Context: an optimization exercise on an open-source flow, tuned for a short achievable clock period and few clock cycles. The choices shown serve that exercise and are no tape-out recipe.
The RTL was checked by simulation tests, not by an equivalence proof against the original design.

## pepper
## mult_div_unit
module mult_div_unit #(
  parameter int DATA_W = mult_div_unit_pkg::MD_DATA_W
) (
  input  logic              clk,
  input  logic              rst,
  input  logic              flush,
  input  logic              en,
  input  logic [5:0]        funct,
  input  logic [DATA_W-1:0] operand_1,
  input  logic [DATA_W-1:0] operand_2,
  output logic              busy,
  output logic [DATA_W-1:0] hi,
  output logic [DATA_W-1:0] lo,
  output logic              done
);
  logic        busy_q;       
  logic        last_q;       
  logic        mul_q;        
  logic        dz_q;         
  logic        first_q;      
  logic [2:0]  cnt_q;        
  logic        neg_q_q;
  logic        neg_r_q;
  logic [31:0] hi_q;
  logic [31:0] lo_q;
  logic        is_long;
  logic        is_signed;
  assign is_long   = (funct[5:2] == 4'b0110);
  assign is_signed = ~funct[0];
  logic [32:0] ma;
  logic [33:0] mb;
  logic [63:0] r0 [18];
  logic [63:0] r1 [12];
  logic [63:0] r2 [8];
  logic [63:0] r3 [6];
  logic [63:0] mrow_q [6];
  logic [63:0] r4 [4];
  logic [63:0] r5 [3];
  logic [63:0] r6 [2];
  logic [63:0] product;
  localparam logic [63:0] SIGN_BIAS = 64'h5555_5555_5555_5555 << 33;
  always_comb begin
    logic [2:0]  t;
    logic        neg;
    logic        one;
    logic        two;
    logic [33:0] mag;
    logic [33:0] pp;
    logic [16:0] negs;
    ma = {is_signed & operand_1[31], operand_1};
    mb = {{2{is_signed & operand_2[31]}}, operand_2};
    for (int i = 0; i < 17; i++) begin
      t   = {mb[2*i+1], mb[2*i], (i == 0) ? 1'b0 : mb[2*i-1]};
      neg = t[2] & ~(t[1] & t[0]);
      one = t[1] ^ t[0];
      two = (t == 3'b011) | (t == 3'b100);
      mag = ({34{one}} & {ma[32], ma}) | ({34{two}} & {ma, 1'b0});
      pp  = mag ^ {34{neg}};
      negs[i] = neg;
      r0[i] = 64'({~pp[33], pp[32:0]}) << (2 * i);
    end
    for (int i = 1; i < 17; i++) r0[i] = r0[i] | (64'(negs[i-1]) << (2 * i - 2));
  ...
Size in the first run: roughly 15000 cells after synthesis, about 710 flip-flops, ~140 I/O pins, roughly 120000 µm² of cells after synthesis.
==> flow/config.mk <==
export PLATFORM = sky130hd
export DESIGN_NAME = mult_div_unit
export DESIGN_NICKNAME = mult_div_unit
export VERILOG_FILES = /design/flow/design.v
export SDC_FILE = /design/flow/constraint.sdc
export NUM_CORES = 4
export LEC_CHECK = 0
export CAP_MARGIN = 20
export CORE_MARGIN = 2
export CORE_UTILIZATION = 40
export SLEW_MARGIN = 20
==> flow/constraint.sdc <==
create_clock -name core_clock -period 10.0 [get_ports {clk}]
set_input_delay 2.0000 -clock core_clock [delete_from_list [all_inputs] [get_ports {clk}]]
set_output_delay 2.0000 -clock core_clock [all_outputs]
set_load 0.01 [all_outputs]
run.sh (not shown) runs the stock make flow with config.mk's settings and CLKGATE_MAP_FILE= SYNTH_SCRIPT=/design/flow/synth_recipe.tcl, a recipe that flattens the netlist after the stock synthesis.
Testbench counts of pepper, summed over its fixed seeds: cycles 13,253.
Input changes introduced in juniper (baseline for comparison: pepper):
Settings: putting ABC_CLOCK_PERIOD_IN_PS at 3000 where nothing was set; putting TNS_END_PERCENT at 100 where nothing was set; putting SETUP_SLACK_MARGIN at 5 where nothing was set.
Findings:
Across pepper and juniper, none had a timing, DRC or antenna violation.
The area used by sequential logic in the layout was comparable across pepper and juniper.
The run showing the smaller area added between synthesis and finish is pepper.
juniper vs. pepper: via count of the first global-routing pass increased 5.3%, maximum number of pins on one net before global-route repair increased 6, total routing usage reported by global routing increased 1.2 points.

========
== main ==
mult_div_unit, a different RTL version from the one above (not shown whole).
For scale: ~29000 cells after synthesis.
## mult_div_unit
module mult_div_unit #(
  parameter int DATA_W = mult_div_unit_pkg::MD_DATA_W
) (
  input  logic              clk,
  input  logic              rst,
  input  logic              flush,
  input  logic              en,
  input  logic [5:0]        funct,
  input  logic [DATA_W-1:0] operand_1,
  input  logic [DATA_W-1:0] operand_2,
  output logic              busy,
  output logic [DATA_W-1:0] hi,
  output logic [DATA_W-1:0] lo,
  output logic              done
);
export LEC_CHECK = 0
export CAP_MARGIN = 40
export CORE_MARGIN = 2
export CORE_UTILIZATION = 40
export SETUP_SLACK_MARGIN = 5
export SLEW_MARGIN = 40
export SYNTH_HIERARCHICAL = 1
export SYNTH_MINIMUM_KEEP_SIZE = 0
export TNS_END_PERCENT = 100
create_clock -name core_clock -period 10.0 [get_ports {clk}]
The final layout from main, which completed every stage, passed the timing, DRC and antenna checks at the end of the flow.
Testbench counts of main, summed over its fixed seeds: cycles 13,357.
Modified inputs, the feature branch compared to main
# main
export LEC_CHECK = 0
export CAP_MARGIN = 40
export CORE_MARGIN = 2
export CORE_UTILIZATION = 40
export SETUP_SLACK_MARGIN = 5
export SLEW_MARGIN = 40
export SYNTH_HIERARCHICAL = 1
export SYNTH_MINIMUM_KEEP_SIZE = 0
export TNS_END_PERCENT = 100
create_clock -name core_clock -period 10.0 [get_ports {clk}]
# the feature branch
export LEC_CHECK = 0
export CAP_MARGIN = 40
export CORE_MARGIN = 2
export CORE_UTILIZATION = 40
export SLEW_MARGIN = 40
export SYNTH_HIERARCHICAL = 1
export SYNTH_MINIMUM_KEEP_SIZE = 0
export TNS_END_PERCENT = 100
create_clock -name core_clock -period 10.0 [get_ports {clk}]
==> flow/flow/run.sh (new file) <==
#!/bin/bash
set -euo pipefail
bash standard.sh SETUP_SLACK_MARGIN=6.5 finish > flow_standard.log 2>&1
==> flow/standard.sh (new file) <==
#!/bin/bash
# synth_recipe.tcl (not shown) runs the flow's synth.tcl, then flattens the netlist and writes it again
# the make line also repeats each setting of config.mk as NAME=value (left out here)
make -C /OpenROAD-flow-scripts/flow DESIGN_CONFIG=/design/flow/config.mk WORK_HOME=/design/flow/orfs CLKGATE_MAP_FILE= SYNTH_SCRIPT=/design/flow/synth_recipe.tcl "${@:-finish}"
removed: flow/run.sh
## What came out
- Delta (the feature branch minus main): utilization saw an increase, area of combinational cells with multiple inputs climbed 17%, register-to-register slack rose by 0.36 ns, global-route usage went up by 5.7 points.
- Looking at post-layout instance area, the feature branch sits 21% above main.
- The critical-path cell with the highest stage delay comes out sky130_fd_sc_hd__xnor2_1 in one run and sky130_fd_sc_hd__a22oi_2 in the other, namely in main and the feature branch respectively.

re-timing with driven ports:
The flow's constraints put no driver on any port. The routed layouts listed below were extracted and timed again, unchanged, in two steps. Step 1 (the two cells are an assumption about what drives the block):
set clk [get_ports {clk}]
set_driving_cell -lib_cell sky130_fd_sc_hd__clkbuf_16 $clk
set_driving_cell -lib_cell sky130_fd_sc_hd__buf_2 [delete_from_list [all_inputs] $clk]
Step 2 adds t to the input delays and takes it off the output delays; t is the mean of the earliest and latest rising clock arrival at the registers after step 1. Input paths then give back, and output paths get back, about the clock's delay inside the block. a / b / c = ideal ports / drivers / drivers and shift; a / b = the first two.
run | t, ns | setup WS [ns] | worst setup path at the end
pepper | 0.812 | 0.210 / 0.210 / 0.210 | register to register
juniper | 0.813 | 2.626 / 2.626 / 2.107 | input to register
main | 1.071 | 4.802 / 4.740 / 3.993 | input to register
the feature branch | 1.117 | 5.128 / 4.985 / 4.393 | input to register
After both steps every run listed still meets setup and hold. For main, which loses most, drivers alone change the setup slack by -0.062 ns; drivers and shift together by -0.809 ns.
